Source: an optimization exercise on an open RTL-to-GDS flow (aim: a short achievable clock period and few clock cycles per item). Production flows keep margins and buffers that such runs may drop.
The RTL was checked by simulation tests, not by an equivalence proof against the original design.
Power and IR drop assume default switching activity.

<file path="flow/run.sh">
#!/bin/bash
# synth_recipe.tcl (not shown) runs the flow's synth.tcl, then flattens the netlist and writes it again
# the make line also repeats each setting of config.mk as NAME=value (left out here)
make -C /OpenROAD-flow-scripts/flow DESIGN_CONFIG=/design/flow/config.mk WORK_HOME=/design/flow/orfs CLKGATE_MAP_FILE= SYNTH_SCRIPT=/design/flow/synth_recipe.tcl finish
</file>
<file path="flow/config.mk">
export PLATFORM = sky130hd
export DESIGN_NAME = d_cache
export DESIGN_NICKNAME = d_cache
export VERILOG_FILES = /design/flow/design.v
export SDC_FILE = /design/flow/constraint.sdc
export NUM_CORES = 4
export LEC_CHECK = 0
export CAP_MARGIN = 20
export CORE_MARGIN = 2
export CORE_UTILIZATION = 40
export SLEW_MARGIN = 20
</file>
<file path="flow/constraint.sdc">
create_clock -name core_clock -period 13.0 [get_ports {clk}]
set_input_delay 2.6000 -clock core_clock [delete_from_list [all_inputs] [get_ports {clk}]]
set_output_delay 2.6000 -clock core_clock [all_outputs]
set_load 0.01 [all_outputs]
</file>
<file path="flow/design.v">
`timescale 1ns/10ps
package cache_pkg;
    localparam int TAG_W = 32 - 4 - 2;
    typedef enum logic [1:0] {
        cpu_exec,    
        wr_dram,     
        rd_dram      
    } cache_state_e;
    typedef logic [TAG_W-1:0]        tag_t;
    typedef logic [4-1:0] index_t;
    typedef struct packed {
        tag_t       tag;
        index_t     index;
        logic [1:0] offset;
    } addr_fields_t;
    typedef logic [$clog2(4)-1:0]      way_t;
    typedef logic [$clog2(15+1)-1:0] age_t;
    typedef logic [4-1:0]              way_vec_t;  
endpackage
`timescale 1ns/10ps
package bus_pkg;
    typedef enum logic [1:0] {
        sz_byte,
        sz_half,
        sz_word
    } size_e;
    typedef enum logic {
        acc_read,
        acc_write
    } rw_e;
    typedef struct packed {
        logic [32-1:0] addr;
        logic [31:0]           wdata;
        logic [3:0]            wen;     
        size_e                 size;
        rw_e                   rw;
    } bus_req_t;
endpackage
`timescale 1ns/10ps
module cache_arrays (
    input  logic                clk,
    input  logic                rst,
    input  cache_pkg::index_t   index,
    input  logic                refill_en,
    input  cache_pkg::way_t     refill_way,
    input  cache_pkg::tag_t     refill_tag,
    input  logic [31:0]         refill_data,
    input  logic                wr_hit_en,
    input  cache_pkg::way_t     hit_way,
    input  logic [31:0]         wr_data,
    input  logic [3:0]          wr_wen,
    output cache_pkg::way_vec_t way_valid,
    output cache_pkg::way_vec_t way_dirty,
    output logic [4-1:0][cache_pkg::TAG_W-1:0] way_tags,
    output logic [4-1:0][31:0]                 way_data,
    output logic [4-1:0][3:0]                  way_ages
);
    localparam int SETS = 1 << 4;
    cache_pkg::way_vec_t    valid_q [SETS];
    cache_pkg::way_vec_t    dirty_q [SETS];
    cache_pkg::age_t        age_q   [SETS][4];
    cache_pkg::tag_t        tag_q   [SETS][4];
    logic [31:0] data_q  [SETS][4];
    cache_pkg::way_t        touched_way;           
    cache_pkg::age_t        next_age [4];
    logic [31:0] merged;                
    always_comb begin
        way_valid = valid_q[index];
        way_dirty = dirty_q[index];
        for (int w = 0; w < 4; w++) begin
            way_tags[w] = tag_q[index][w];
            way_data[w] = data_q[index][w];
            way_ages[w] = age_q[index][w];
        end
    end
    always_comb begin
        for (int b = 0; b < 4; b++) begin
            merged[8*b +: 8] = wr_wen[b] ? wr_data[8*b +: 8] : way_data[hit_way][8*b +: 8];
        end
    end
    assign touched_way = refill_en ? refill_way : hit_way;
    always_comb begin
        for (int w = 0; w < 4; w++) begin
            if (touched_way == cache_pkg::way_t'(w))
                next_age[w] = '0;
            else if (way_ages[w] == cache_pkg::age_t'(15))
                next_age[w] = way_ages[w];             
            else
                next_age[w] = way_ages[w] + cache_pkg::age_t'(1);
        end
    end
    always_ff @(posedge clk) begin
        if (rst) begin
            for (int s = 0; s < SETS; s++) begin
                valid_q[s] <= '0;
                dirty_q[s] <= '0;
                for (int w = 0; w < 4; w++) begin
                    age_q[s][w] <= '0;
                end
            end
        end else begin
            if (refill_en) begin
                valid_q[index][refill_way] <= 1'b1;
                dirty_q[index][refill_way] <= 1'b0;    
            end else if (wr_hit_en) begin
                dirty_q[index][hit_way] <= 1'b1;
            end
            if (refill_en || wr_hit_en) begin
                for (int w = 0; w < 4; w++) begin
                    age_q[index][w] <= next_age[w];
                end
            end
        end
    end
    always_ff @(posedge clk) begin
        if (refill_en) begin
            tag_q[index][refill_way]  <= refill_tag;
            data_q[index][refill_way] <= refill_data;
        end else if (wr_hit_en) begin
            data_q[index][hit_way] <= merged;
        end
    end
endmodule
`timescale 1ns/10ps
module cache_lookup (
    input  cache_pkg::tag_t     tag,
    input  cache_pkg::way_vec_t way_valid,
    input  logic [4-1:0][cache_pkg::TAG_W-1:0] way_tags,
    input  logic [4-1:0][31:0]                 way_data,
    output logic                hit,
    output cache_pkg::way_t     hit_way,
    output logic [31:0]         hit_data
);
    cache_pkg::way_vec_t match;     
    always_comb begin
        for (int w = 0; w < 4; w++) begin
            match[w] = way_valid[w] && (way_tags[w] == tag);
        end
    end
    always_comb begin
        hit_way = '0;
        for (int w = 4 - 1; w >= 0; w--) begin
            if (match[w])
                hit_way = cache_pkg::way_t'(w);
        end
    end
    assign hit      = |match;
    assign hit_data = way_data[hit_way];    
endmodule
`timescale 1ns/10ps
module victim_select (
    input  cache_pkg::index_t   index,
    input  cache_pkg::way_vec_t way_valid,
    input  cache_pkg::way_vec_t way_dirty,
    input  logic [4-1:0][3:0]                  way_ages,
    input  logic [4-1:0][cache_pkg::TAG_W-1:0] way_tags,
    input  logic [4-1:0][31:0]                 way_data,
    output cache_pkg::way_t     victim_way,
    output logic                victim_dirty,
    output logic [31:0]         wb_addr,
    output logic [31:0]         wb_data
);
    logic         inv_found;
    cache_pkg::way_t         inv_way;
    logic         clean_found;
    cache_pkg::way_t         clean_way;
    cache_pkg::age_t         clean_age;
    cache_pkg::way_t         old_way;
    cache_pkg::age_t         old_age;
    cache_pkg::addr_fields_t wb_fields;
    always_comb begin
        inv_found   = 1'b0;
        inv_way     = '0;
        clean_found = 1'b0;
        clean_way   = '0;
        clean_age   = '0;
        old_way     = '0;
        old_age     = '0;
        for (int w = 0; w < 4; w++) begin
            if (!way_valid[w] && !inv_found) begin
                inv_found = 1'b1;
                inv_way   = cache_pkg::way_t'(w);
            end
            if (!way_dirty[w] && (!clean_found || way_ages[w] > clean_age)) begin
                clean_found = 1'b1;
                clean_way   = cache_pkg::way_t'(w);
                clean_age   = way_ages[w];
            end
            if (way_ages[w] > old_age) begin
                old_way = cache_pkg::way_t'(w);
                old_age = way_ages[w];
            end
        end
    end
    assign victim_way   = inv_found ? inv_way : (clean_found ? clean_way : old_way);
    assign victim_dirty = !inv_found && !clean_found;    
    assign wb_fields = {way_tags[victim_way], index, 2'b00};
    assign wb_addr   = wb_fields;
    assign wb_data   = way_data[victim_way];
endmodule
`timescale 1ns/10ps
module miss_fsm (
    input  logic                    clk,
    input  logic                    rst,
    input  logic                    cached_strobe,
    input  bus_pkg::bus_req_t       req,
    input  logic                    hit,
    input  logic                    victim_dirty,
    input  logic [31:0]             wb_addr,
    input  logic [31:0]             wb_data,
    input  logic                    m_ready,
    output cache_pkg::cache_state_e state,
    output logic                    refill_en,
    output logic                    wr_hit_en,
    output bus_pkg::bus_req_t       mem_req,
    output logic                    mem_strobe
);
    cache_pkg::cache_state_e next_state;
    always_comb begin
        next_state = state;
        case (state)
            cache_pkg::cpu_exec: if (cached_strobe && !hit)
                          next_state = victim_dirty ? cache_pkg::wr_dram : cache_pkg::rd_dram;
            cache_pkg::wr_dram:  if (m_ready)
                          next_state = cache_pkg::rd_dram;     
            cache_pkg::rd_dram:  if (m_ready)
                          next_state = cache_pkg::cpu_exec;
            default:  next_state = cache_pkg::cpu_exec;
        endcase
    end
    always_ff @(posedge clk) begin
        if (rst)
            state <= cache_pkg::cpu_exec;
        else
            state <= next_state;
    end
    assign refill_en  = (state == cache_pkg::rd_dram) && m_ready;
    assign wr_hit_en  = (state == cache_pkg::cpu_exec) && cached_strobe && hit && (req.rw == bus_pkg::acc_write);
    assign mem_strobe = (state != cache_pkg::cpu_exec);
    always_comb begin
        mem_req.size = bus_pkg::sz_word;
        if (state == cache_pkg::wr_dram) begin
            mem_req.addr  = wb_addr;
            mem_req.wdata = wb_data;
            mem_req.wen   = 4'b1111;
            mem_req.rw    = bus_pkg::acc_write;
        end else begin
            mem_req.addr  = {req.addr[32-1:2], 2'b00};
            mem_req.wdata = '0;
            mem_req.wen   = 4'b0000;
            mem_req.rw    = bus_pkg::acc_read;
        end
    end
endmodule
`timescale 1ns/10ps
module d_cache (
    input  logic        clk,
    input  logic        rst,
    input  logic [31:0] p_addr,
    input  logic [31:0] p_wdata,
    input  logic [3:0]  p_wen,
    input  logic [1:0]  p_size,
    input  logic        p_rw,
    input  logic        p_strobe,
    output logic [31:0] p_din,
    output logic        p_ready,
    output logic [31:0] m_addr,
    output logic [31:0] m_wdata,
    output logic [3:0]  m_wen,
    output logic [1:0]  m_size,
    output logic        m_rw,
    output logic        m_strobe,
    input  logic [31:0] m_dout,
    input  logic        m_ready
);
    bus_pkg::bus_req_t     p_req;
    bus_pkg::bus_req_t     m_req;
    assign p_req   = {p_addr, p_wdata, p_wen, p_size, p_rw};
    assign m_addr  = m_req.addr;
    assign m_wdata = m_req.wdata;
    assign m_wen   = m_req.wen;
    assign m_size  = m_req.size;
    assign m_rw    = m_req.rw;
    cache_pkg::addr_fields_t fields;
    logic         uncached;
    logic         cached_strobe;
    bus_pkg::bus_req_t     byp_req;           
    cache_pkg::way_vec_t     way_valid;
    cache_pkg::way_vec_t     way_dirty;
    logic [4-1:0][cache_pkg::TAG_W-1:0] way_tags;
    logic [4-1:0][31:0]      way_data;
    logic [4-1:0][3:0]       way_ages;
    logic         hit;
    cache_pkg::way_t         hit_way;
    logic [31:0]  hit_data;
    cache_pkg::way_t         victim_way;
    logic         victim_dirty;
    logic [31:0]  wb_addr;
    logic [31:0]  wb_data;
    cache_pkg::cache_state_e state;
    logic         refill_en;
    logic         wr_hit_en;
    bus_pkg::bus_req_t     fsm_req;
    logic         fsm_strobe;
    assign fields        = p_req.addr;
    assign uncached      = (p_req.addr[32-1:16] == 16'hbfaf);
    assign cached_strobe = p_strobe && !uncached;
    always_comb begin
        byp_req = p_req;    
        byp_req.addr[32-1:16] = 16'h1faf;
    end
    assign m_req    = uncached ? byp_req : fsm_req;
    assign m_strobe = uncached ? p_strobe : fsm_strobe;
    assign p_din    = uncached ? m_dout : hit_data;
    assign p_ready  = uncached ? (p_strobe && m_ready)
                               : (cached_strobe && hit && state == cache_pkg::cpu_exec);
    cache_arrays i_arrays (
        .clk         (clk),
        .rst         (rst),
        .index       (fields.index),
        .refill_en   (refill_en),
        .refill_way  (victim_way),
        .refill_tag  (fields.tag),
        .refill_data (m_dout),
        .wr_hit_en   (wr_hit_en),
        .hit_way     (hit_way),
        .wr_data     (p_req.wdata),
        .wr_wen      (p_req.wen),
        .way_valid   (way_valid),
        .way_dirty   (way_dirty),
        .way_tags    (way_tags),
        .way_data    (way_data),
        .way_ages    (way_ages)
    );
    cache_lookup i_lookup (
        .tag       (fields.tag),
        .way_valid (way_valid),
        .way_tags  (way_tags),
        .way_data  (way_data),
        .hit       (hit),
        .hit_way   (hit_way),
        .hit_data  (hit_data)
    );
    victim_select i_victim (
        .index        (fields.index),
        .way_valid    (way_valid),
        .way_dirty    (way_dirty),
        .way_ages     (way_ages),
        .way_tags     (way_tags),
        .way_data     (way_data),
        .victim_way   (victim_way),
        .victim_dirty (victim_dirty),
        .wb_addr      (wb_addr),
        .wb_data      (wb_data)
    );
    miss_fsm i_fsm (
        .clk           (clk),
        .rst           (rst),
        .cached_strobe (cached_strobe),
        .req           (p_req),
        .hit           (hit),
        .victim_dirty  (victim_dirty),
        .wb_addr       (wb_addr),
        .wb_data       (wb_data),
        .m_ready       (m_ready),
        .state         (state),
        .refill_en     (refill_en),
        .wr_hit_en     (wr_hit_en),
        .mem_req       (fsm_req),
        .mem_strobe    (fsm_strobe)
    );
endmodule
</file>
==> results of run 1 <==
## state kept, by name (all words and copies together), names as in the netlist
signal / cells
i_arrays.valid_q: 64
i_arrays.dirty_q: 64
i_arrays.tag_q: 1664
i_arrays.age_q: 256
i_arrays.data_q: 2048
i_fsm.state: 2
## worst min path at each step
stage                                end            from  slack [ns]  depth (start not counted)
final                     i_fsm.state[1]  i_fsm.state[0]        0.68                          2
after global routing      i_fsm.state[1]  i_fsm.state[0]        0.74                          2
after CTS                 i_fsm.state[1]  i_fsm.state[0]        0.68                          2
after detailed placement  i_fsm.state[1]  i_fsm.state[0]        0.67                          2
after global placement    i_fsm.state[1]  i_fsm.state[0]        0.64                          2
after floorplan           i_fsm.state[1]  i_fsm.state[0]        0.70                          3
## per-stage QoR
| stage | util [%] | setup WS, ns | cell area (µm²) | setup TNS [ns] |
|---|---|---|---|---|
| final | 46.4 | 0.248 | 195000 | 0 |
| after global routing | 46.4 | 0.0148 | 195000 | 0 |
| after CTS | 46.4 | 0.0336 | 195000 | 0 |
| after detailed placement | 43.1 | 0.0648 | 182000 | 0 |
| after global placement | 43.1 | -0.0496 | 181000 | -0.0496 |
| after floorplan | - | 0.0289 | 169000 | 0 |
## per-layer routing
layer  track usage, %  vias to the layer above  share of wire, %
met5                0                        -            0.0081
met1             31.9                    49400                37
met4             11.2                        8               5.4
li1                 -                    36700                 -
met2             39.2                     5247                48
met3             5.11                     1237               9.6
## final cells by class
| type | instances | area (µm²) | area share (%) |
|---|---|---|---|
| multi-input cells | 3927 | 44500 | 22.8 |
| diodes | 25 | 62.6 | 0.0320 |
| inverters | 44 | 183 | 0.0935 |
| repair buffers | 755 | 6990 | 3.58 |
| clock buffers | 489 | 10700 | 5.49 |
| well taps | 5640 | 7060 | 3.61 |
| flip-flops and latches | 4098 | 123000 | 63.0 |
| clock inverters | 279 | 2810 | 1.44 |
## cell families (layout without fill, tap and decap cells)
family                   Yosys count  in the layout  share of synthesized area, %
flip-flops                      4098           4098                          72.7
multiplexers                    1598           1598                          17.7
AND/OR/NAND/NOR                 1438           1438                          3.88
AO/OA/AOI/OAI                    733            733                          3.10
buffers and inverters            618           1567                          1.81
XOR/XNOR                         129            129                         0.667
adder cells (fa/ha/maj)           29             29                         0.214
other                              0             25                             0
## worst max-delay path: cells and delay by family
| kind | cells | cell delay, ns |
|---|---|---|
| muxes | 3 | 1.29 |
| AOI/OAI and AO/OA | 16 | 2.82 |
| adders and majority gates | 3 | 0.79 |
| buffers and inverters | 8 | 1.71 |
| and+or+nand+nor | 7 | 0.87 |
## repair_timing
item	in CTS	in global routing
resized for setup	0	11
endpoints found under the setup margin	0	42
hold buffers	0	0
setup buffers	0	7
## synth_stat cells (16+ instances only)
| master | number | area, µm² |
|---|---|---|
| buf_6 | 26 | 293 |
| a21o_1 | 70 | 526 |
| buf_4 | 68 | 510 |
| xor2_1 | 16 | 140 |
| a32o_1 | 35 | 350 |
| mux4_2 | 1091 | 24600 |
| or2_2 | 88 | 551 |
| buf_1 | 51 | 191 |
| o211ai_1 | 17 | 128 |
| clkbuf_1 | 210 | 788 |
| nand4_1 | 19 | 119 |
| or3_1 | 16 | 100 |
| a22o_1 | 38 | 333 |
| nor2_1 | 675 | 2530 |
| a221oi_1 | 30 | 263 |
| inv_1 | 31 | 116 |
| nor4_1 | 21 | 131 |
| nor2b_1 | 24 | 150 |
| nand3_1 | 43 | 215 |
| buf_2 | 217 | 1090 |
| and2_1 | 55 | 344 |
| a31oi_1 | 54 | 338 |
| o21a_1 | 17 | 128 |
| mux2_2 | 94 | 1060 |
| o22ai_1 | 48 | 300 |
| ha_1 | 29 | 363 |
| o21ai_0 | 144 | 721 |
| nand2_1 | 323 | 1210 |
| edfxtp_1 | 4096 | 123000 |
| a21oi_1 | 68 | 340 |
| nor3_1 | 59 | 295 |
| nor4b_1 | 33 | 289 |
| mux2i_1 | 405 | 4050 |
| nand2b_1 | 30 | 188 |
| xnor2_1 | 113 | 990 |
| a22oi_1 | 83 | 623 |
## power by group through the flow
stage,registers [mW],logic (mW),clock network (mW)
after global routing,14.6,2.32,12.6
after detailed placement,14.9,2.19,0
after global placement,14.9,2.17,0
final,14.6,2.24,11.9
after CTS,14.6,2.19,12.1
after floorplan,14.9,1.21,0
==> run summary, run 1 <==
gr usage total 24.4%; Setup crit start p_addr[2]; WL per Instance 34.7 µm; vias per std cell 6.07; Nets 9379; clock buffer count from CTS 417; synthesized area per cell 19.6 µm²; crit share post-route 98.1%; Die Wd 655 µm; share of cells above drive strength 1 27.9%; largest net degree at the start of global routing 134; CP Max Fanout 21; Non-Filler Instances 15300; Post-synth ARST share 0%; Sink Count 4098; max incr delay on CP 0.54 ns; Worst-path clk slew 0.06 ns; critical path class primary input to output pin; Placer Congestion 0.993; syn_nets 8779; Lkg Pwr 62.0 nW; worst hold path class flip-flop to flip-flop; vias in the first global route 91800; total power 28.8 mW; Seq pwr share 50.8%; Syn-to-layout area delta 15.4%; clock latency on the worst-skew pair 1.04 ns; max-slew violations 0; count of cell types in the netlist 97; Slowest-stage cell, CP clkdlybuf4s50_1; worst-case clock skew 0.0915 ns; clock network fraction of design power 41.4%; reg2reg path depth 36; Port Buffers 211; RSZ-0062 raised after global routing false; die area 429000 µm²; number of instances in the placed design 14500; outcome finished clean; H-tree depth 5; drt pass-1 iters 8; most frequent cells in the layout 4096 x edfxtp_1, 1091 x mux4_2, 557 x nor2_1; Max Freq 0.0784 GHz; clock buffer depth 4; Critical Path End m_addr[9]; root buf cell clkbuf_16; synth warn 6; CTS tree done; initial antenna violation count 41; Slew headroom 18.6%; IO Pins 212; # fillers 34900; net load switching power 6.65 mW; Power Density 147 nW/µm²; Final ANT Viol Nets 0; r2r endpoint i_arrays.data_q[22][11]; grt ovf 0; # setup viols final 0; Die Span Y 655 µm; worst reg2reg startpoint i_arrays.dirty_q[13][0]; most common cell after layout, fill and taps aside edfxtp_1; DRT iter0 DRCs 12800; Worst path most repeated cell o21a_1; number of flops mapped to enable cells by yosys 4096; sequential element share of the synthesized area 72.7%; Logic pwr share 7.8%; Fin. Hold Viols 0; Hold WS 0.678 ns; flops & latches, synth 4098; first-pass GRT wire length 731000 µm; Core ar. 421000 µm²; Internal 22.1 mW; Switching Fraction 23.1%; drt total wl 530000 µm; Final min period 12.75 ns; R2R Setup Slk 3.64 ns; DP HPWL 332000 µm; Peak VDD IR 0.132 mV; Gate Count Post-Synth 8643; Rows 238; Worst setup EP type output pin; worst slew pin tran 1.19 ns; worst path arrival time 10.15 ns; crit start category primary input; Syn Std Cell Area 169000 µm²; Initial Util 40.2%; number of remaining DRC errors 0; Vias 92600; Post-synth top flop edfxtp_1; max-cap violation count 0; Req. time, crit path 10.40 ns
Testbench counts, summed over its fixed seeds: cycles 34,647, accesses 12,000.
==> run 2, diff against run 1 <==
--- a/flow/design.v
+++ b/flow/design.v
@@ -220,6 +220,10 @@
         next_state = state;
         case (state)
-            cache_pkg::cpu_exec: if (cached_strobe && !hit)
-                          next_state = victim_dirty ? cache_pkg::wr_dram : cache_pkg::rd_dram;
+            cache_pkg::cpu_exec: if (cached_strobe && !hit) begin
+                          if (victim_dirty)
+                              next_state = m_ready ? cache_pkg::rd_dram : cache_pkg::wr_dram;
+                          else
+                              next_state = m_ready ? cache_pkg::cpu_exec : cache_pkg::rd_dram;
+                      end
             cache_pkg::wr_dram:  if (m_ready)
                           next_state = cache_pkg::rd_dram;     
@@ -235,10 +239,11 @@
             state <= next_state;
     end
-    assign refill_en  = (state == cache_pkg::rd_dram) && m_ready;
+    assign refill_en  = m_ready && ((state == cache_pkg::rd_dram) ||
+                        ((state == cache_pkg::cpu_exec) && cached_strobe && !hit && !victim_dirty));
     assign wr_hit_en  = (state == cache_pkg::cpu_exec) && cached_strobe && hit && (req.rw == bus_pkg::acc_write);
-    assign mem_strobe = (state != cache_pkg::cpu_exec);
+    assign mem_strobe = (state != cache_pkg::cpu_exec) || (cached_strobe && !hit);
     always_comb begin
         mem_req.size = bus_pkg::sz_word;
-        if (state == cache_pkg::wr_dram) begin
+        if ((state == cache_pkg::wr_dram) || ((state == cache_pkg::cpu_exec) && victim_dirty)) begin
             mem_req.addr  = wb_addr;
             mem_req.wdata = wb_data;
@@ -312,7 +317,8 @@
     assign m_req    = uncached ? byp_req : fsm_req;
     assign m_strobe = uncached ? p_strobe : fsm_strobe;
-    assign p_din    = uncached ? m_dout : hit_data;
+    assign p_din    = (uncached || !hit) ? m_dout : hit_data;
     assign p_ready  = uncached ? (p_strobe && m_ready)
-                               : (cached_strobe && hit && state == cache_pkg::cpu_exec);
+                               : (cached_strobe && ((hit && state == cache_pkg::cpu_exec) ||
+                                                    (refill_en && p_req.rw == bus_pkg::acc_read)));
     cache_arrays i_arrays (
         .clk         (clk),
--- a/flow/config.mk
+++ b/flow/config.mk
@@ -9,3 +9,4 @@
 export CORE_MARGIN = 2
 export CORE_UTILIZATION = 40
+export SETUP_SLACK_MARGIN = 1
 export SLEW_MARGIN = 20
==> run 2 against run 1 <==
  * Still clean
  * Worst hold slack lost 0.043 ns
  * Combinational power is 19% higher
  * Sequential cell count is the same
  * Largest power group unchanged
  * Highest routed layer unchanged
==> run summary, run 2 <==
CTS tree done (unchanged); clock buffer count from CTS 415 (was 417); RSZ-0062 raised after global routing true (was false); most frequent cells in the layout 4096 x edfxtp_1, 1072 x mux4_2, 539 x buf_4 (was 4096 x edfxtp_1, 1091 x mux4_2, 557 x nor2_1); most common cell after layout, fill and taps aside edfxtp_1 (unchanged); Syn-to-layout area delta 16.0% (was 15.4%); IO Pins 212 (unchanged); critical path class primary input to output pin (unchanged); max-cap violation count 0 (unchanged); Rows 240 (was 238); Port Buffers 211 (unchanged); fin util 46.5% (was 46.4%); sequential element share of the synthesized area 72.0% (was 72.7%); Placer Congestion 0.965 (was 0.993); cell with the most instances after synthesis edfxtp_1 (unchanged); Hold WS 0.636 ns (was 0.678 ns); Die Span Y 658 µm (was 655 µm); Internal 22.2 mW (was 22.1 mW); count of cell types in the netlist 108 (was 97); cell taking the most area after synthesis edfxtp_1 (unchanged); Final ANT Viol Nets 0 (unchanged); root buf cell clkbuf_16 (unchanged); WL per Instance 35.4 µm (was 34.7 µm); drt total wl 557000 µm (was 530000 µm); Switching Fraction 23.5% (was 23.1%); Fin. Hold Viols 0 (unchanged); Lkg Pwr 64.3 nW (was 62.0 nW); clock network fraction of design power 40.4% (was 41.4%); Seq pwr share 50.4% (was 50.8%); worst slew pin tran 1.23 ns (was 1.19 ns); synthesized area per cell 19.1 µm² (was 19.6 µm²); share of cells above drive strength 1 28.7% (was 27.9%); die area 432000 µm² (was 429000 µm²); setup TNS 0 ns (unchanged); worst-case clock skew 0.115 ns (was 0.0915 ns); initial antenna violation count 20 (was 41); Logic pwr share 9.2% (was 7.8%); crit share post-route 92.8% (was 98.1%); Core ar. 426000 µm² (was 421000 µm²); clock buffer depth 4 (unchanged); total power 29.1 mW (was 28.8 mW); Post-synth top flop edfxtp_1 (unchanged); grt ovf 0 (unchanged); CP Max Fanout 7 (was 21); vias per std cell 6.10 (was 6.07); Req. time, crit path 10.40 ns (about the same); Vias 95900 (was 92600); H-tree depth 5 (unchanged); crit start category primary input (unchanged); Final min period 12.06 ns (was 12.75 ns); top cells by area in the synthesized netlist edfxtp_1 72%, mux4_2 14%, mux2i_1 2.3% (was edfxtp_1 73%, mux4_2 15%, mux2i_1 2.4%); outcome finished clean (unchanged); synth warn 6 (unchanged); first-pass GRT wire length 760000 µm (was 731000 µm); Post-synth ARST share 0% (unchanged); DP HPWL 341000 µm (was 332000 µm); number of remaining DRC errors 0 (unchanged); gr usage total 25.0% (was 24.4%); Sink Count 4098 (unchanged); Initial Util 40.1% (was 40.2%); Die Wd 658 µm (was 655 µm); Most flops, register i_arrays.data_q (unchanged); Worst path most repeated cell o21a_1 (unchanged); Post-synth top cells 4096 x edfxtp_1, 1072 x mux4_2, 585 x nor2_1 (was 4096 x edfxtp_1, 1091 x mux4_2, 675 x nor2_1); vias in the first global route 94400 (was 91800); max-slew violations 0 (unchanged); Slew headroom 17.7% (was 18.6%); Worst setup EP type output pin (unchanged); largest net degree at the start of global routing 127 (was 134); worst hold path class flip-flop to flip-flop (unchanged); max incr delay on CP 0.60 ns (was 0.54 ns); drt pass-1 iters 14 (was 8); biggest registers after layout i_arrays.data_q: 2048 flops, i_arrays.tag_q: 1664 flops, i_arrays.age_q: 256 flops (unchanged); Power Density 147 nW/µm² (about the same); Worst-path clk slew 0.07 ns (was 0.06 ns); DRT iter0 DRCs 13300 (was 12800); Slowest-stage cell, CP mux4_2 (was clkdlybuf4s50_1); max reg flops 2048 (unchanged); flops & latches, synth 4098 (unchanged); worst path arrival time 9.46 ns (was 10.15 ns); clock latency on the worst-skew pair 1.03 ns (was 1.04 ns); number of flops mapped to enable cells by yosys 4096 (unchanged); net load switching power 6.83 mW (was 6.65 mW); # setup viols final 0 (unchanged); Peak VDD IR 0.104 mV (was 0.132 mV); syn_nets 9106 (was 8779); Gate Count Post-Synth 8969 (was 8643); Nets 9801 (was 9379); Syn Std Cell Area 171000 µm² (was 169000 µm²); Max Freq 0.0829 GHz (was 0.0784 GHz); # hold bufs at CTS 0 (unchanged); Synth top area share 72.0% (was 72.6%)
## run 2: changes by cell type in the layout (fill, tap and decap cells not counted), sizes merged, moves of 33 or more
cell           previous run  this run
o211ai                   19        72
nor2                    676       597
nand2                   332       422
or2                      88        13
nor3                     60       108
nand3                    47       149
o21ai                   148       215
clkbuf                  490       527
a21oi                    69       114
inv                      54       197
buf                     578       721
a32o                     35         2
and2                     56        18
clkdlybuf4s50           175       117
## run 2: critical path: cells and delay by family
kind | cells | cell delay [ns]
compound gates | 16 | 2.73
fa+ha+maj | 3 | 0.77
buf+inv | 8 | 1.11
mux | 3 | 1.40
simple gates | 7 | 0.78
## run 2: per-stage QoR
stage,worst slack [ns],cells,area [µm²]
4_1_cts,0.910,15600,197000
3_5_place_dp,0.186,14900,183000
2_1_floorplan,0.670,8969,171000
6_report,0.939,15700,198000
3_3_place_gp,0.119,14900,183000
5_1_grt,0.836,15700,198000
## run 2: power by group through the flow
stage / registers [mW] / logic [mW] / clock network, mW
6_report: 14.6 / 2.66 / 11.7
5_1_grt: 14.6 / 2.76 / 12.4
4_1_cts: 14.6 / 2.50 / 11.9
3_5_place_dp: 14.9 / 2.39 / 0
3_3_place_gp: 14.9 / 2.37 / 0
2_1_floorplan: 14.9 / 1.37 / 0
## run 2: worst paths after layout
kind,from,endpoint,slack (ns),cells past startpoint
min reg2reg,i_fsm.state[1],i_fsm.state[1],0.64,2
max reg2reg,i_arrays.dirty_q[0][0],i_arrays.tag_q[14][8],4.12,35
max,p_addr[2],m_addr[26],0.94,37
min,i_fsm.state[1],i_fsm.state[1],0.64,2
## run 2: final cells by class
| type | instances | area (µm²) |
|---|---|---|
| diodes | 15 | 37.5 |
| clock buffers | 498 | 10800 |
| clock inverters | 260 | 2420 |
| fillers | 35700 | 228000 |
| inverters | 188 | 724 |
| multi-input cells | 4075 | 45400 |
| flip-flops and latches | 4098 | 123000 |
| well taps | 5687 | 7120 |
| repair buffers | 886 | 8650 |
## run 2: what timing repair did
item                                    CTS  global route
resized for setup                       139           179
cloned                                    7             7
hold endpoints to repair                  0             0
pin swaps                                30            39
endpoints found under the setup margin   91            83
setup buffers                            27            30
## run 2: cells by family after synthesis
family          synth area share (%)
flops                           72.0
compound gates                  3.85
xor+xnor                       0.554
buf+inv                         2.43
simple gates                    3.77
mux                             17.2
fa+ha+maj                      0.220
## run 2: layer usage
layer / vias up / GRT usage, % / part of all wire (%)
met4: 6 / 10.6 / 5.3
met2: 5534 / 38.6 / 45
li1: 38000 / - / -
met1: 51100 / 34.3 / 39
met3: 1241 / 5.87 / 10
met5: - / 0 / 0.0072
Testbench counts of run 2, summed over its fixed seeds: cycles 26,404, accesses 12,000.
==> run 3, diff against run 2 <==
--- a/flow/design.v
+++ b/flow/design.v
@@ -46,4 +46,5 @@
     input  cache_pkg::tag_t     refill_tag,
     input  logic [31:0]         refill_data,
+    input  logic                refill_wr,       
     input  logic                wr_hit_en,
     input  cache_pkg::way_t     hit_way,
@@ -65,4 +66,6 @@
     cache_pkg::age_t        next_age [4];
     logic [31:0] merged;                
+    logic [31:0] refill_word;           
+    cache_pkg::age_t        next_age2 [4];
     always_comb begin
         way_valid = valid_q[index];
@@ -79,4 +82,17 @@
         end
     end
+    always_comb begin
+        for (int b = 0; b < 4; b++) begin
+            refill_word[8*b +: 8] = (refill_wr && wr_wen[b]) ? wr_data[8*b +: 8] : refill_data[8*b +: 8];
+        end
+    end
+    always_comb begin
+        for (int w = 0; w < 4; w++) begin
+            if (next_age[w] == cache_pkg::age_t'(15) || touched_way == cache_pkg::way_t'(w))
+                next_age2[w] = next_age[w];
+            else
+                next_age2[w] = next_age[w] + cache_pkg::age_t'(1);
+        end
+    end
     assign touched_way = refill_en ? refill_way : hit_way;
     always_comb begin
@@ -102,5 +118,5 @@
             if (refill_en) begin
                 valid_q[index][refill_way] <= 1'b1;
-                dirty_q[index][refill_way] <= 1'b0;    
+                dirty_q[index][refill_way] <= refill_wr;    
             end else if (wr_hit_en) begin
                 dirty_q[index][hit_way] <= 1'b1;
@@ -108,5 +124,5 @@
             if (refill_en || wr_hit_en) begin
                 for (int w = 0; w < 4; w++) begin
-                    age_q[index][w] <= next_age[w];
+                    age_q[index][w] <= (refill_en && refill_wr) ? next_age2[w] : next_age[w];
                 end
             end
@@ -116,5 +132,5 @@
         if (refill_en) begin
             tag_q[index][refill_way]  <= refill_tag;
-            data_q[index][refill_way] <= refill_data;
+            data_q[index][refill_way] <= refill_word;
         end else if (wr_hit_en) begin
             data_q[index][hit_way] <= merged;
@@ -320,5 +336,5 @@
     assign p_ready  = uncached ? (p_strobe && m_ready)
                                : (cached_strobe && ((hit && state == cache_pkg::cpu_exec) ||
-                                                    (refill_en && p_req.rw == bus_pkg::acc_read)));
+                                                    refill_en));
     cache_arrays i_arrays (
         .clk         (clk),
@@ -329,4 +345,5 @@
         .refill_tag  (fields.tag),
         .refill_data (m_dout),
+        .refill_wr   (p_req.rw == bus_pkg::acc_write),
         .wr_hit_en   (wr_hit_en),
         .hit_way     (hit_way),
==> run 3 against run 2 <==
  * Largest power group unchanged
  * Non-clock buffer count decreased by 40
  * Highest routed layer unchanged
  * Critical path type unchanged
  * Still clean
  * Fmax is 1.7% lower
  * Clock-buffer cell count increased by 6
==> run summary, run 3 <==
total power 29.5 mW (was 29.1 mW); Sink Count 4098 (unchanged); Fin. Hold Viols 0 (unchanged); root buf cell clkbuf_16 (unchanged); Worst path most repeated cell o21a_1 (unchanged); worst reg2reg startpoint i_arrays.dirty_q[7][0] (was i_arrays.dirty_q[0][0]); initial antenna violation count 23 (was 20); CTS tree done (unchanged); biggest registers after layout i_arrays.data_q: 2048 flops, i_arrays.tag_q: 1664 flops, i_arrays.age_q: 256 flops (unchanged); first-pass GRT wire length 742000 µm (was 760000 µm); top cells by area in the synthesized netlist edfxtp_1 72%, mux4_2 15%, mux2i_1 2.5% (was edfxtp_1 72%, mux4_2 14%, mux2i_1 2.3%); sequential element share of the synthesized area 71.8% (was 72.0%); cell taking the most area after synthesis edfxtp_1 (unchanged); gr usage total 24.2% (was 25.0%); die area 433000 µm² (was 432000 µm²); RSZ-0062 raised after global routing true (unchanged); Initial Util 40.1% (about the same); worst slew pin tran 1.17 ns (was 1.23 ns); Synth top area share 71.8% (was 72.0%); drt pass-1 iters 12 (was 14); number of flops mapped to enable cells by yosys 4096 (unchanged); max incr delay on CP 0.56 ns (was 0.60 ns); IO Pins 212 (unchanged); # setup viols final 0 (unchanged); Hold Startpoint i_fsm.state[1] (unchanged); number of remaining DRC errors 0 (unchanged); Slowest-stage cell, CP mux4_2 (unchanged); max reg flops 2048 (unchanged); r2r endpoint i_arrays.age_q[25][0] (was i_arrays.tag_q[14][8]); Worst setup EP type output pin (unchanged); Post-synth top cells 4096 x edfxtp_1, 1145 x mux4_2, 425 x mux2i_1 (was 4096 x edfxtp_1, 1072 x mux4_2, 585 x nor2_1); Placer Congestion 0.949 (was 0.965); WL per Instance 35.0 µm (was 35.4 µm); Syn Std Cell Area 171000 µm² (about the same); H-tree depth 5 (unchanged); Max Freq 0.0815 GHz (was 0.0829 GHz); Final ANT Viol Nets 0 (unchanged); Post-synth top flop edfxtp_1 (unchanged); clock buffer depth 4 (unchanged); DRT iter0 DRCs 12800 (was 13300); R2R Setup Slk 3.89 ns (was 4.12 ns); count of cell types in the netlist 121 (was 108); Peak VDD IR 0.126 mV (was 0.104 mV); DP HPWL 328000 µm (was 341000 µm); crit share post-route 94.4% (was 92.8%); worst path arrival time 9.67 ns (was 9.46 ns); synthesized area per cell 19.8 µm² (was 19.1 µm²); Slew headroom 19.5% (was 17.7%); share of cells above drive strength 1 30.3% (was 28.7%); fin util 46.5% (about the same); Port Buffers 211 (unchanged); hold path depth 1 (was 2); vias per std cell 6.15 (was 6.10); critical path class primary input to output pin (unchanged); most common cell after layout, fill and taps aside edfxtp_1 (unchanged); clock latency on the worst-skew pair 0.99 ns (was 1.03 ns); worst-case clock skew 0.0935 ns (was 0.115 ns); # hold bufs at CTS 0 (unchanged); Syn-to-layout area delta 15.8% (was 16.0%); Most flops, register i_arrays.data_q (unchanged); Power Density 149 nW/µm² (was 147 nW/µm²); Vias 94200 (was 95900); max-cap violation count 0 (unchanged); Lkg Pwr 63.0 nW (was 64.3 nW); Core ar. 427000 µm² (was 426000 µm²); Post-synth ARST share 0% (unchanged); vias in the first global route 93400 (was 94400); Req. time, crit path 10.40 ns (about the same); flops & latches, synth 4098 (unchanged); reg2reg path depth 41 (was 35); crit start category primary input (unchanged); drt total wl 536000 µm (was 557000 µm); most frequent cells in the layout 4096 x edfxtp_1, 1146 x mux4_2, 539 x buf_4 (was 4096 x edfxtp_1, 1072 x mux4_2, 539 x buf_4); CP Max Fanout 8 (was 7); largest net degree at the start of global routing 116 (was 127); Die Wd 658 µm (about the same); Rows 240 (unchanged); worst hold path class flip-flop to flip-flop (unchanged); outcome finished clean (unchanged); clock buffer count from CTS 417 (was 415); Die Span Y 658 µm (about the same); Gate Count Post-Synth 8640 (was 8969); cell with the most instances after synthesis edfxtp_1 (unchanged); grt ovf 0 (unchanged); Final min period 12.27 ns (was 12.06 ns); synth warn 7 (was 6); max-slew violations 0 (unchanged); Nets 9421 (was 9801); Worst-path clk slew 0.07 ns (about the same); Hold Crit Endpoint i_fsm.state[0] (was i_fsm.state[1]); syn_nets 8781 (was 9106)
==> run 3: cell types whose count changed in the layout (fill, tap and decap cells not counted), moves of 74 or more <==
cell     change
inv_1      -131
mux4_2      +74
nand2_1    -117
nand3_1     -96
nor2_1     -325
nor3_1     +112
==> run 3: worst max-delay path by stage <==
| stage | startpoint | end | slack [ns] | depth (start not counted) |
|---|---|---|---|---|
| 2_1_floorplan | p_addr[2] | m_addr[24] | 0.57 | 42 |
| 3_3_place_gp | p_addr[2] | m_addr[19] | -0.10 | 35 |
| 3_5_place_dp | p_addr[2] | m_addr[19] | -0.01 | 35 |
| 4_1_cts | p_addr[2] | m_addr[24] | 0.77 | 37 |
| 5_1_grt | p_addr[2] | m_addr[24] | 0.44 | 37 |
| 6_report | p_addr[2] | m_addr[24] | 0.73 | 37 |
==> run 3: through the flow <==
step	hold slack [ns]	setup WS, ns	TNS [ns]	cells	instance area, µm²
5_1_grt	0.590	0.443	0	15300	198000
6_report	0.587	0.727	0	15300	198000
3_3_place_gp	0.534	-0.104	-0.130	14500	183000
2_1_floorplan	0.591	0.574	0	8640	171000
4_1_cts	0.580	0.775	0	15300	197000
3_5_place_dp	0.577	-0.0108	-0.0108	14500	183000
==> run 3: where the power goes <==
group	internal [mW]	switching, mW	total [mW]
sequential	14.7	0.0232	14.7
clock	6.89	5.08	12.0
combinational	1.04	1.75	2.79
total	22.6	6.86	29.5
==> run 3: worst max-delay path: cells and delay by family <==
kind / cells / cell delay (ns)
multiplexers: 5 / 2.07
AO/OA/AOI/OAI: 13 / 2.07
AND/OR/NAND/NOR: 8 / 1.01
buffers and inverters: 7 / 0.97
adder cells (fa/ha/maj): 4 / 0.87
==> run 3: cell type report <==
cell class,instances,area [µm²]
Antenna cell,11,27.5
Multi-Input combinational cell,3858,46500
Tap cell,5687,7120
Inverter,59,246
Sequential cell,4098,123000
Fill cell,35300,228000
Timing Repair Buffer,846,7760
Clock inverter,258,2640
Clock buffer,504,10900
==> run 3: kinds of logic after synthesis <==
family | synth area share [%]
DFF | 71.8
muxes | 18.1
and+or+nand+nor | 3.16
AOI/OAI and AO/OA | 4.03
buffers and inverters | 2.10
xor gates and xnor gates | 0.506
adders and majority gates | 0.248
==> run 3: per-layer routing <==
layer	track usage, %	up-vias	share of wire [%]
met5	0	-	0.0075
met3	4.63	1013	9.2
li1	-	37500	-
met2	38.2	4964	47
met1	33.5	50700	40
met4	9.21	8	4.5
==> run 3: timing repair <==
| action | CTS | global route |
|---|---|---|
| setup endpoints to repair | 88 | 90 |
| buffers inserted | 26 | 44 |
| cloned | 7 | 6 |
| pin swaps | 32 | 70 |
| gates resized for setup | 202 | 208 |
Testbench counts of run 3, summed over its fixed seeds: cycles 24,699, accesses 12,000.

separate check: timing with driven ports:
The results above use ideal ports. As a check the final layouts listed here were re-extracted and re-timed, cells and wires unchanged. Step 1 assumes that a clkbuf_16 drives the clock port and a buf_2 every other input. Step 2 adds t to the input delays and takes it off the output delays; t is the mean of the earliest and latest rising clock arrival at the registers after step 1. Input paths then give back, and output paths get back, about the clock's delay inside the block. a / b / c = no drivers / after step 1 / after step 2; a / b = the first two.
run	t, ns	slack for setup (ns)	hold slack, ns
run 1	1.113	0.248 / -0.150 / -0.150	0.678 / 0.678 / 0.678
run 2	1.086	0.939 / 0.473 / 0.473	0.636 / 0.636 / 0.636
run 3	1.055	0.727 / 0.412 / 0.412	0.587 / 0.587 / 0.587
Met with ideal ports but missed after step 2: setup timing in run 1. The setup slack of run 2, which loses most, moves by -0.466 ns with the drivers and by -0.466 ns with both steps.
